This design comes from an exercise in tuning for small area, a short achievable clock period and few clock cycles per item on the open sky130 flow, not from production work. RTL that was checked went through simulation tests only; none was proved equivalent to the original. Power and IR drop assume default switching activity.

== v45 ==
==> flow/design.v (excerpt) <==
module muldiv_engine #(
  parameter int WIDTH      = 32,
  parameter int MUL_STAGES = 2
) (
  input  logic             clock,
  input  logic             reset,
  input  logic             flush,
  input  logic [WIDTH-1:0] in_src0,
  input  logic [WIDTH-1:0] in_src1,
  input  logic [1:0]       in_op,
  input  logic             in_sign,
  input  logic             in_valid,
  output logic             in_ready,
  output logic             out_valid,
  input  logic             out_ready,
  output logic [WIDTH-1:0] out_res0,
  output logic [WIDTH-1:0] out_res1,
  output logic             busy
);
  localparam logic [2:0] IDLE = 3'd0;
  localparam logic [2:0] MUL  = 3'd1;
  localparam logic [2:0] NORM = 3'd2;
  localparam logic [2:0] DIV  = 3'd3;
  localparam logic [2:0] DONE = 3'd4;
  localparam logic [1:0] OP_MUL = 2'd1;
  localparam logic [1:0] OP_DIV = 2'd2;
  logic [2:0]  state;
  logic [4:0]  cnt;      
  logic [63:0] P;        
  logic [34:0] A;        
  logic [32:0] B;        
  logic        qneg, qnz;
  logic [4:0]  qpos;
  logic [5:0]  bc;       
  logic accept;
  assign in_ready  = (state == IDLE) && !flush;
  assign accept    = in_valid && in_ready;
  assign out_valid = (state == DONE);
  assign busy      = (state != IDLE);
  logic [31:0] qmask;
  always_comb
    for (int i = 0; i < 32; i++) qmask[i] = qneg & qnz & (qpos < i);
  assign out_res0 = P[31:0] ^ qmask;
  assign out_res1 = P[63:32];
  function automatic logic [5:0] muldiv_len(input logic [31:0] t);
    muldiv_len[5] = t[31];
    muldiv_len[4] = t[15] & ~t[31];
    muldiv_len[3] = (t[7] & ~t[15]) | (t[23] & ~t[31]);
    muldiv_len[2] = 1'b0;
  ...
Size: ~160 flip-flops, about 25000 um2 of cells after synthesis.
export LEC_CHECK = 0
export CAP_MARGIN = 20
export CORE_MARGIN = 2
export CORE_UTILIZATION = 40
export GPL_TIMING_DRIVEN = 0
export SLEW_MARGIN = 20
export TNS_END_PERCENT = 5
create_clock -name core_clock -period 11.0 [get_ports {clock}]
standard.sh (not shown) runs the stock make flow with config.mk's settings and CLKGATE_MAP_FILE= SYNTH_SCRIPT=/design/flow/synth_recipe.tcl, a recipe that flattens the netlist after the stock synthesis.
==> flow/flow/run.sh <==
#!/bin/bash
# Standard synthesis and layout. Only repair settings differ: the setup
# repair margin is raised so that repair_timing works towards a shorter
# period than the 11 ns clock, the ports get plain buffers, and repair may
# swap a cell for one of another footprint.
set -euo pipefail
bash standard.sh synth > synth.log 2>&1
bash standard.sh finish SETUP_SLACK_MARGIN=6 MATCH_CELL_FOOTPRINT=0 \
  'BUFFER_PORTS_ARGS=-buffer_cell sky130_fd_sc_hd__buf_4' > layout.log 2>&1
v45 reached the end of the flow, and the finished layout is clean on the timing, design-rule and antenna checks.
Testbench counts of v45, summed over its fixed seeds: cycles 19,131, items 3,200.
For v49, these inputs were changed with respect to v45:
- a deleted GPL_TIMING_DRIVEN that had been 0
--- a/flow/flow/run.sh
+++ b/flow/flow/run.sh
@@ -7,3 +7,3 @@
 bash standard.sh synth > synth.log 2>&1
-bash standard.sh finish SETUP_SLACK_MARGIN=6 MATCH_CELL_FOOTPRINT=0 \
+bash standard.sh finish SETUP_SLACK_MARGIN=6.5 MATCH_CELL_FOOTPRINT=0 \
   'BUFFER_PORTS_ARGS=-buffer_cell sky130_fd_sc_hd__buf_4' > layout.log 2>&1
==> run notes <==
From v45 to v49 the numbers moved as follows: cell area shows a reduction of about 2.7%, worst hold slack shows an increase of 13 ps. Power on v49 is down relative to v45. Relative to v45, top fanout value on the critical path increased by 12 in v49. Routed wire in v49 totals less than in v45. v49: final period utilization 1.6 points below v45. v49 vs v45 on first-pass GRT wire length: v49 is the higher one.
For v24, these inputs were changed with respect to v49:
--- a/flow/flow/run.sh
+++ b/flow/flow/run.sh
@@ -7,3 +7,3 @@
 bash standard.sh synth > synth.log 2>&1
-bash standard.sh finish SETUP_SLACK_MARGIN=6.5 MATCH_CELL_FOOTPRINT=0 \
+bash standard.sh finish SETUP_SLACK_MARGIN=6 MATCH_CELL_FOOTPRINT=0 \
   'BUFFER_PORTS_ARGS=-buffer_cell sky130_fd_sc_hd__buf_4' > layout.log 2>&1
[summary]
- v24 vs. v49: utilization went down, total global-route track usage did not really move.
- v24: sequential share of layout area 0.38 points above v49
- v24 vs. v49: worst vdd rail ir drop lower, sum of internal, switching and leakage power lower, post-route clock period utilization higher.
- Hold slack of v49 is on par with v24.
- Compared with v49, v24 ends up with a smaller final cell area.
Setup changes, v24 to v10
- putting PLACE_DENSITY at 0.8 where nothing was set
==> flow/flow/run.sh <==
#!/bin/bash
# Standard synthesis and layout; only the setup repair margin is raised so
# that repair_timing works towards a shorter period than the 11 ns clock.
set -euo pipefail
bash standard.sh synth > synth.log 2>&1
bash standard.sh finish SETUP_SLACK_MARGIN=6 > layout.log 2>&1
==> run notes <==
- v10 does worse than v24 on design area.
- Of the two values seen for endpoint of the most critical setup path, A[29] was produced by v24 and bc[0] by v10.
- Diff v24 -> v10 | global-route usage | decrease of 2.9 points
- Layout sequential cell count came out exactly the same in v10 and v24.
- Looking at share of final layout cell area taken by non-clock buffers, v10 sits 2.7 points above v24.
- Reported for v10 and v24, number of buffers inserted for hold repair after clock tree synthesis turned out identical to the last digit.
- v10 against v24: power attributed to combinational cells rose by about 2%, clock group share of total power shows a reduction of 0.2 points.
- v10: full flow OK, the timing, design-rule and antenna checks passed
- Comparing v10 and v24, proportion of layout cells with a drive suffix above 1 is lower on v10.
- Compared with v24, in v10 clock buffer count in the final layout now sits lower, utilization now sits higher.

* * *

muldiv_engine, a different RTL version from the one above (not shown whole).
For scale: about 3,100 cells after synthesis.
export LEC_CHECK = 0
export CAP_MARGIN = 20
export CORE_MARGIN = 2
export CORE_UTILIZATION = 40
export SLEW_MARGIN = 20
export TNS_END_PERCENT = 5
create_clock -name core_clock -period 11.0 [get_ports {clock}]
==> flow/flow/run.sh <==
#!/bin/bash
# Standard synthesis and layout; only the setup repair margin is raised so
# that repair_timing works towards a shorter period than the 11 ns clock.
set -euo pipefail
bash standard.sh synth > synth.log 2>&1
bash standard.sh finish SETUP_SLACK_MARGIN=5.5 > layout.log 2>&1
Testbench counts at the start, summed over its fixed seeds: cycles 19,131, items 3,200.
Change:
--- a/flow/flow/run.sh
+++ b/flow/flow/run.sh
@@ -6 +6 @@
-bash standard.sh finish SETUP_SLACK_MARGIN=5.5 > layout.log 2>&1
+bash standard.sh finish SETUP_SLACK_MARGIN=6 > layout.log 2>&1
What happened: The new run produced a clean layout; maximum frequency came out higher by about 2.3%; cell count came out higher by about 1.1%; routed wire length goes up by 1.9%; via count went up by 1.1%; global-route usage rose by 1.1 points; synthesized cell count does not change; total power grows by 0.60%; combinational power increases by about 1%; non-clock buffer count goes up by 44; setup slack improved by 0.13 ns; core utilization rose by 1.1 points.
Change:
CORE_UTILIZATION = 60   (was 40)
After rerunning: The changed run produced a clean layout; maximum frequency is higher slightly; critical path depth is higher by 2; wire length is higher by a few percent; synthesized cell count is unchanged; die area is lower by a quarter to a third; power is higher by a few percent; core utilization is higher by 24 points; worst setup slack improved by 0.041 ns; via count is higher by roughly a tenth; non-clock buffer count is higher by 44.

* * *

== build 65 ==
muldiv_engine, a different RTL version from the one above (not shown whole).
For scale: roughly 150 flip-flops, about 140 I/O pins, ~0.025 sq mm of cells after synthesis.
Settings: LEC_CHECK=0, CAP_MARGIN=20, CORE_MARGIN=2, CORE_UTILIZATION=40, SETUP_SLACK_MARGIN=5, SLEW_MARGIN=20; clock period 11.0 ns.
run.sh (not shown) runs the stock make flow with config.mk's settings and CLKGATE_MAP_FILE= SYNTH_SCRIPT=/design/flow/synth_recipe.tcl, a recipe that flattens the netlist after the stock synthesis.
Stock flow here: none of the scripts above is used.
Testbench counts of build 65, summed over its fixed seeds: cycles 19,131, items 3,200.
Edits applied to the flow inputs when going from build 65 to build 12:
- setting TNS_END_PERCENT to 5 for the first time
- removing SETUP_SLACK_MARGIN (formerly 5)
==> flow/flow/run.sh (new file) <==
#!/bin/bash
# Standard synthesis and layout; only the setup repair margin is raised so
# that repair_timing works towards a shorter period than the 11 ns clock.
set -euo pipefail
bash standard.sh synth > synth.log 2>&1
bash standard.sh finish SETUP_SLACK_MARGIN=6 > layout.log 2>&1
==> flow/standard.sh (new file) <==
#!/bin/bash
# synth_recipe.tcl (not shown) runs the flow's synth.tcl, then flattens the netlist and writes it again
# the make line also repeats each setting of config.mk as NAME=value (left out here)
make -C /OpenROAD-flow-scripts/flow DESIGN_CONFIG=/design/flow/config.mk WORK_HOME=/design/flow/orfs CLKGATE_MAP_FILE= SYNTH_SCRIPT=/design/flow/synth_recipe.tcl "${@:-finish}"
removed: flow/run.sh
Results
In the reports for build 65 and build 12, the smaller critical path arrival belongs to build 12.
Leakage power total ends up lower on build 65.
Higher area added between synthesis and finish was reported by build 12, not build 65.
Relative to build 65, cell area has increased by about 4.5% in build 12.
Diff build 65 and build 12: cell area reported after detailed placement lower in build 65
Sort build 65 and build 12 by register-to-register setup slack desc -> top: build 12
Changes observed in build 12 relative to build 65: met2 layer wire length in the routed design rose by about 4%; fraction of layout instances using a drive strength above 1 rose by 4.8 points; hold slack fell by 0.0059 ns.
Relative to build 65, the non-clock buffer count of build 12 is higher by 62.
Final-stage net count: build 65 and build 12 compared, lower one is build 65
A cell with the biggest individual delay on the critical path of dlygate4sd2_1 is what build 65 shows, while or4_4 belongs to build 12.
Relative to build 12, the following input files were edited for build 24:
- SETUP_SLACK_MARGIN newly set to 5
==> flow/run.sh (new file) <==
#!/bin/bash
# synth_recipe.tcl (not shown) runs the flow's synth.tcl, then flattens the netlist and writes it again
# the make line also repeats each setting of config.mk as NAME=value (left out here)
make -C /OpenROAD-flow-scripts/flow DESIGN_CONFIG=/design/flow/config.mk WORK_HOME=/design/flow/orfs CLKGATE_MAP_FILE= SYNTH_SCRIPT=/design/flow/synth_recipe.tcl finish
removed: flow/flow/run.sh
removed: flow/standard.sh
Per-cell routed wire length in build 24 is 1.7% lower than in build 12
Re floorplan die area: no difference whatsoever between build 12 and build 24.
Power per standard cell area across build 24 and build 12: no real change.
Going from build 12 to build 24, non-clock buffer count shrank by more than a quarter.
Build 24: number of cells on the critical path 3 below build 12
The capture point of the worst path comes out bc[2] in one run and A[27] in the other, namely in build 24 and build 12 respectively.
Re combinational share of power: build 24 is 1.5 points down on build 12.
The wire length reported for build 24 is smaller than that of build 12 by 4300 um.
Number of nets in the layout down about 2.5% in build 24 wrt build 12
Worst hold slack was higher in build 24 than in build 12.

* * *

alpha:
Another version of the RTL of muldiv_engine (not shown whole).
For scale: ~3300 cells after synthesis.
// muldiv_engine
module muldiv_engine #(
  parameter int WIDTH      = 32,
  parameter int MUL_STAGES = 2
) (
  input  logic             clock,
  input  logic             reset,
  input  logic             flush,
  input  logic [WIDTH-1:0] in_src0,
  input  logic [WIDTH-1:0] in_src1,
  input  logic [1:0]       in_op,
  input  logic             in_sign,
  input  logic             in_valid,
  output logic             in_ready,
  output logic             out_valid,
  input  logic             out_ready,
  output logic [WIDTH-1:0] out_res0,
  output logic [WIDTH-1:0] out_res1,
  output logic             busy
);
Settings: LEC_CHECK=0, CAP_MARGIN=20, CORE_MARGIN=2, CORE_UTILIZATION=40, SLEW_MARGIN=20, TNS_END_PERCENT=5; clock period 11.0 ns.
standard.sh (not shown) runs the stock make flow with config.mk's settings and CLKGATE_MAP_FILE= SYNTH_SCRIPT=/design/flow/synth_recipe.tcl, a recipe that flattens the netlist after the stock synthesis.
==> flow/flow/run.sh <==
#!/bin/bash
# Standard synthesis and layout. Only repair settings differ: the setup
# repair margin is raised so that repair_timing works towards a shorter
# period than the 11 ns clock, the ports get plain buffers, and repair may
# swap a cell for one of another footprint.
set -euo pipefail
bash standard.sh synth > synth.log 2>&1
bash standard.sh finish SETUP_SLACK_MARGIN=5.5 MATCH_CELL_FOOTPRINT=0 \
  'BUFFER_PORTS_ARGS=-buffer_cell sky130_fd_sc_hd__buf_4' > layout.log 2>&1
--- input diff alpha..beta ---
-- flow/flow/run.sh --
<<< alpha, line 8
bash standard.sh finish SETUP_SLACK_MARGIN=5.5 MATCH_CELL_FOOTPRINT=0 \
>>> beta, line 8
bash standard.sh finish SETUP_SLACK_MARGIN=6 MATCH_CELL_FOOTPRINT=0 \
Results
Post-cts gate resize count: beta > alpha
Looking at highest clock rate across both flows, beta is the stronger of the two, with alpha trailing.
Min worst hold path stage count across beta and alpha: alpha
Fraction of the cycle the final worst path needs on beta is down relative to alpha.
Relative to alpha, all-layer global routing usage increased by 0.28 points in beta.
The endpoint required time on the critical path in beta sits 110 ps above the value recorded for alpha.
Compared with alpha, in beta switching power of the nets held, met2 routing resource usage after global routing went up 1.2 points, measured slew at the worst slew-check pin went down 62 ps.
Function was not checked in any run of this note: the RTL went through the layout flow alone.

* * *

Setup of run 1:
RTL: one of the versions met above, not the one the previous note started from.
Size: ~3100 cells after synthesis.
==> flow/config.mk <==
export PLATFORM = sky130hd
export DESIGN_NAME = muldiv_engine
export DESIGN_NICKNAME = muldiv_engine
export VERILOG_FILES = /design/flow/design.v
export SDC_FILE = /design/flow/constraint.sdc
export NUM_CORES = 4
export LEC_CHECK = 0
export CAP_MARGIN = 20
export CORE_MARGIN = 2
export CORE_UTILIZATION = 40
export SLEW_MARGIN = 20
export TNS_END_PERCENT = 20
==> flow/constraint.sdc <==
create_clock -name core_clock -period 11.0 [get_ports {clock}]
set_input_delay 2.2000 -clock core_clock [delete_from_list [all_inputs] [get_ports {clock}]]
set_output_delay 2.2000 -clock core_clock [all_outputs]
set_load 0.01 [all_outputs]
==> flow/flow/run.sh <==
#!/bin/bash
# Standard synthesis and layout. Only repair settings differ: the setup
# repair margin is raised so that repair_timing works towards a shorter
# period than the 11 ns clock, the ports get plain buffers, and repair may
# swap a cell for one of another footprint.
set -euo pipefail
bash standard.sh synth > synth.log 2>&1
bash standard.sh finish SETUP_SLACK_MARGIN=6 MATCH_CELL_FOOTPRINT=0 \
  'BUFFER_PORTS_ARGS=-buffer_cell sky130_fd_sc_hd__buf_4' > layout.log 2>&1
Testbench counts of run 1, summed over its fixed seeds: cycles 19,131, items 3,200.
For run 2, these inputs were changed with respect to run 1:
Settings: TNS_END_PERCENT changed from 20 to 5.
--- a/flow/flow/run.sh
+++ b/flow/flow/run.sh
@@ -9 +9 @@
-  'BUFFER_PORTS_ARGS=-buffer_cell sky130_fd_sc_hd__buf_4' > layout.log 2>&1
+  'BUFFER_PORTS_ARGS=-buffer_cell sky130_fd_sc_hd__buf_1' > layout.log 2>&1
--- outcome ---
Run 2: all stages complete, timing, DRC and antenna checks passed. Compare run 2 and run 1 | part of the total power dissipated in combinational logic lower: run 2. Run 2 vs. run 1: fraction of area in registers went up by 0.44 points. Final critical-path setup slack up 0.050 ns in run 2 wrt run 1. Of run 2 and run 1, run 1 shows the higher share of the cycle needed by the critical path after routing, with run 2 below it. Run 1 ended up with buf_4 as its most common cell after layout, fill and taps aside; run 2 ended up with a21oi_1. Maximum single-stage delay on the critical path sits higher in run 2 than in run 1. Run 2 vs. run 1: number of setup violations in the final report ~0 delta, met3 wire length -800 um, number of placed instances, taps included ~0 delta, non-clock buffer instance count of the final layout -14%, transition at the pin with the smallest max-transition slack -0.088 ns.
--- input diff run 2..run 3 ---
==> flow/flow/run.sh <==
#!/bin/bash
# Standard synthesis and layout; only the setup repair margin is raised so
# that repair_timing works towards a shorter period than the 11 ns clock.
set -euo pipefail
bash standard.sh synth > synth.log 2>&1
bash standard.sh finish SETUP_SLACK_MARGIN=6 > layout.log 2>&1
### Flow results
Routability congestion estimate, run 3 and run 2: higher on run 2
Looking at post-place setup slack across run 3 and run 2, the one that comes out higher is run 2.
Run 3 vs run 2, global-route wire length before repair went up by 0.56%.
Sequential share of layout area (lower): run 3
Compared with run 2, run 3 shows non-clock buffer count higher by 9.1%.
Min area growth from synthesis to layout across run 3 and run 2: run 2
Delta (run 3 minus run 2): final standard cell utilization of the core went up; power in the clock group grew by about 2%.

-- static timing again, ports no longer ideal --
No port has a modelled driver above. Below, the same layouts with a new extraction and two added sets of constraints.
Step 1 (the two cells are an assumption about what drives the block):
set clk [get_ports {clock}]
set_driving_cell -lib_cell sky130_fd_sc_hd__clkbuf_16 $clk
set_driving_cell -lib_cell sky130_fd_sc_hd__buf_2 [delete_from_list [all_inputs] $clk]
Step 2, shift: input delay + t, output delay - t, t = (earliest + latest rising clock arrival at the registers) / 2. This alone moves slack from input paths to output paths.
a / b / c = ideal / step 1 / step 2; a / b = the first two.
run	t, ns	setup WS [ns]	worst register clock-pin slew, ns
v45	0.559	5.274 / 5.298 / 4.739	0.08 / 0.08
v49	0.558	5.446 / 5.471 / 4.913	0.08 / 0.08
v24	0.552	5.412 / 5.429 / 4.877	0.08 / 0.08
v10	0.547	5.371 / 5.399 / 4.852	0.09 / 0.09
the first run of note 2	0.555	5.409 / 5.440 / 4.884	0.09 / 0.09
the second run of note 2	0.556	5.536 / 5.556 / 5.000	0.09 / 0.09
the third run of note 2	0.546	5.577 / 5.603 / 5.057	0.11 / 0.11
build 65	0.553	5.057 / 5.086 / 4.533	0.08 / 0.08
build 12	0.556	5.429 / 5.443 / 4.887	0.08 / 0.08
build 24	0.552	4.897 / 4.931 / 4.380	0.08 / 0.08
alpha	0.550	5.458 / 5.497 / 4.948	0.08 / 0.08
beta	0.554	5.606 / 5.622 / 5.068	0.07 / 0.07
run 1	0.570	5.469 / 5.496 / 4.926	0.10 / 0.10
run 2	0.552	5.518 / 5.538 / 4.985	0.08 / 0.08
run 3	0.554	5.446 / 5.455 / 4.906	0.08 / 0.08
After both steps every run listed still meets setup and hold. For run 1, which loses most, drivers alone change the setup slack by +0.027 ns; drivers and shift together by -0.543 ns.
